Background: an optimization exercise with open tools, aiming at a short achievable clock period and few clock cycles per item. Do not read the settings as production practice.
In this exercise RTL edits were held to simulation tests only and were not proved equivalent to the original.
Power figures rest on the tool's default switching activity, not on a simulated workload.

==> run a: inputs <==
==> flow/design.v (excerpt) <==
module lc4_superscalar #(
   parameter logic [15:0] p_pc_reset = 16'h8200
) (
   input  logic        gwe,
   input  logic        i_rst_n,
   input  logic [15:0] i_insn_a,
   input  logic [15:0] i_insn_b,
   input  logic [15:0] i_dmem_data,
   output logic [15:0] o_pc,
   output logic [15:0] o_dmem_addr,
   output logic        o_dmem_we,
   output logic [15:0] o_dmem_wdata,
   output logic [1:0]  o_wb_stall_a,
   output logic [1:0]  o_wb_stall_b,
   output logic [15:0] o_wb_pc_a,
   output logic [15:0] o_wb_pc_b,
   output logic        o_wb_rf_we_a,
   output logic        o_wb_rf_we_b,
   output logic [2:0]  o_wb_rf_wsel_a,
   output logic [2:0]  o_wb_rf_wsel_b,
   output logic [15:0] o_wb_rf_data_a,
   output logic [15:0] o_wb_rf_data_b,
   output logic [2:0]  o_wb_nzp_a,
   output logic [2:0]  o_wb_nzp_b
);
clock: 6.5 ns
lec_check: 0
abc_clock_period_in_ps: 2000
cap_margin: 20
cell_pad_in_sites_detail_placement: 0
cell_pad_in_sites_global_placement: 0
core_margin: 2
core_utilization: 40
place_density: 0.75
setup_slack_margin: 4.0
slew_margin: 20
run.sh (not shown) runs the stock make flow with config.mk's settings and CLKGATE_MAP_FILE= SYNTH_SCRIPT=/design/flow/synth_recipe.tcl, a recipe that flattens the netlist after the stock synthesis.
==> run b: changes against run a <==
- CELL_PAD_IN_SITES_DETAIL_PLACEMENT: 0 -> unset
- CELL_PAD_IN_SITES_GLOBAL_PLACEMENT: 0 -> unset
- GPL_ROUTABILITY_DRIVEN: unset -> 0
- PLACE_DENSITY: 0.75 -> unset
==> summary of the runs <==
- Synthesized area is the same in run a and run b.
- In non-clock buffer count, run a and run b do not differ.
- Sequential share of layout area: run a is higher than run b (0.32 points).
- Setup slack: run b is higher than run a (0.031 ns).
- Against run b, the global-route usage of run a is lower by 0.36 points.
==> figures <==
| quantity | run b | run a |
|---|---|---|
| Cell Area, Placed | 48400 um^2 | 48500 um^2 |
| Number of inserted filler cells in the final layout | 10300 | 10100 |
| Pint | 9.00 mW | 8.58 mW |
| Outcome | no timing/DRC/antenna violations | no timing/DRC/antenna violations |
| Post-Layout Inst Area | 55300 um^2 | 54700 um^2 |
| Logic depth of the worst register-to-register path | 12 | 7 |
| Met1 capacity usage during global routing | 38.2% | 36.7% |
| Proportion of cell area occupied by registers | 31.7% | 32.0% |
| Routed wl met2 | 75.7 mm | 76.5 mm |
| Antenna diode count | 2 | 5 |
| Largest vdd supply drop | 0.000192 V | 0.000214 V |
Testbench counts of run a, summed over its fixed seeds: cycles 9,397, items 16,000.
Testbench counts of run b, summed over its fixed seeds: cycles 9,397, items 16,000.

---

==> inputs of job 3956 <==
lc4_superscalar, a different RTL version from the one above (not shown whole).
clock: 6.5 ns
lec_check: 0
abc_clock_period_in_ps: 2000
cap_margin: 20
core_margin: 2
core_utilization: 40
setup_slack_margin: 4.0
slew_margin: 20
==> job 2990: changes against job 3956 <==
--- a/flow/design.v
+++ b/flow/design.v
@@ -613,20 +613,17 @@
       xmb   <= g_b;
       xsda  <= a_we && !a_cst && (a_rd == b_rd);
       xgimm <= g_imm[5:0];
    end
    exec_lane u_alu_a (.i_op(xop_a), .i_a(xda_a), .i_b(xdb_a), .o_sum(sum_a), .o_dif(dif_a),
                       .o_lg(lg_a), .o_res(alu_a));
    exec_lane u_alu_b (.i_op(xop_b), .i_a(xda_b), .i_b(xdb_b), .o_sum(sum_b), .o_dif(dif_b),
                       .o_lg(lg_b), .o_res(alu_b));
-   logic [15:0] agu_a, agu_b;
-   dmem_port u_agu_a (.i_base(xda_a), .i_off(xgimm), .o_addr(agu_a));
-   dmem_port u_agu_b (.i_base(xda_b), .i_off(xgimm), .o_addr(agu_b));
-   assign agu = xmb ? agu_b : agu_a;
+   dmem_port u_agu (.i_base(xmb ? xda_b : xda_a), .i_off(xgimm), .o_addr(agu));
    always_ff @(posedge gwe) begin
       if (!i_rst_n) begin
          mv_a      <= 1'b0;
          mv_b      <= 1'b0;
          mwe_a     <= 1'b0;
          mwe_b     <= 1'b0;
          o_dmem_we <= 1'b0;
       end else begin
- GPL_ROUTABILITY_DRIVEN: not set -> 0
- SETUP_SLACK_MARGIN: 4.0 -> 4.3
==> impl_metrics.py <==
metrics = {
    "worst_hold_path": {
        "whs_endpoint": "xop_a[3]",
    },
    "global_routing": {
        "met3_usage": 0.0496,
        "antenna_found_initial": 5,
    },
    "power": {
        "clock_power_share": 0.472,
        "p_int_mw": 9.02,
    },
    "setup_path": {
        "path_depth": 12,
        "r2r-end": "xdb_a[12]",
        "required_ns": 7.06,
    },
    "run_status": {
        "outcome": "no timing/DRC/antenna violations",
    },
}
# the run above: job 3956

==> impl_metrics.py <==
metrics = {
    "run_status": {
        "outcome": "no timing/DRC/antenna violations",
    },
    "power": {
        "p_int_mw": 8.81,
        "clock_power_share": 0.430,
    },
    "yosys": {
        "ys.flop_type": "dfxtp_1",
    },
    "layout": {
        "buffers": 596,
        "layout-drive-gt1-share": 0.308,
    },
    "setup_path": {
        "r2r-end": "xda_b[15]",
        "required_ns": 7.03,
    },
    "global_routing": {
        "met3_usage": 0.0642,
        "antenna_found_initial": 7,
    },
    "drt": {
        "m1WireLength_um": 68800,
    },
}
# the run above: job 2990

Testbench counts of job 3956, summed over its fixed seeds: cycles 9,397, items 16,000.
Testbench counts of job 2990, summed over its fixed seeds: cycles 9,397, items 16,000.

==> afterwards: timing with drivers on the ports <==
The flow's constraints put no driver on any port. The routed layouts listed below were extracted and timed again, unchanged, in two steps.
Step 1 assumes that a clkbuf_16 drives the clock port and a buf_2 every other input.
Step 2 adds t to the input delays and takes it off the output delays; t is the mean of the earliest and latest rising clock arrival at the registers after step 1. Input paths then give back, and output paths get back, about the clock's delay inside the block.
a / b / c = ideal / step 1 / step 2; a / b = the first two.
| run | shift t [ns] | slack for setup (ns) | hold WS [ns] | worst setup path after step 2 | latest minus earliest clock arrival (ns) |
|---|---|---|---|---|---|
| run a | 0.748 | 3.567 / 3.567 / 2.866 | 0.336 / 0.336 / 0.336 | input to register | 0.071 / 0.071 |
| run b | 0.750 | 3.597 / 3.597 / 2.922 | 0.336 / 0.336 / 0.336 | input to register | 0.080 / 0.079 |
| job 3956 | 0.760 | 3.370 / 3.370 / 2.960 | 0.343 / 0.343 / 0.343 | input to register | 0.041 / 0.041 |
| job 2990 | 0.754 | 3.522 / 3.522 / 2.798 | 0.342 / 0.342 / 0.342 | input to register | 0.038 / 0.038 |
After both steps setup and hold are still met in every run listed. For job 2990, which loses most, drivers alone change the setup slack by 0.000 ns; drivers and shift together by -0.724 ns.
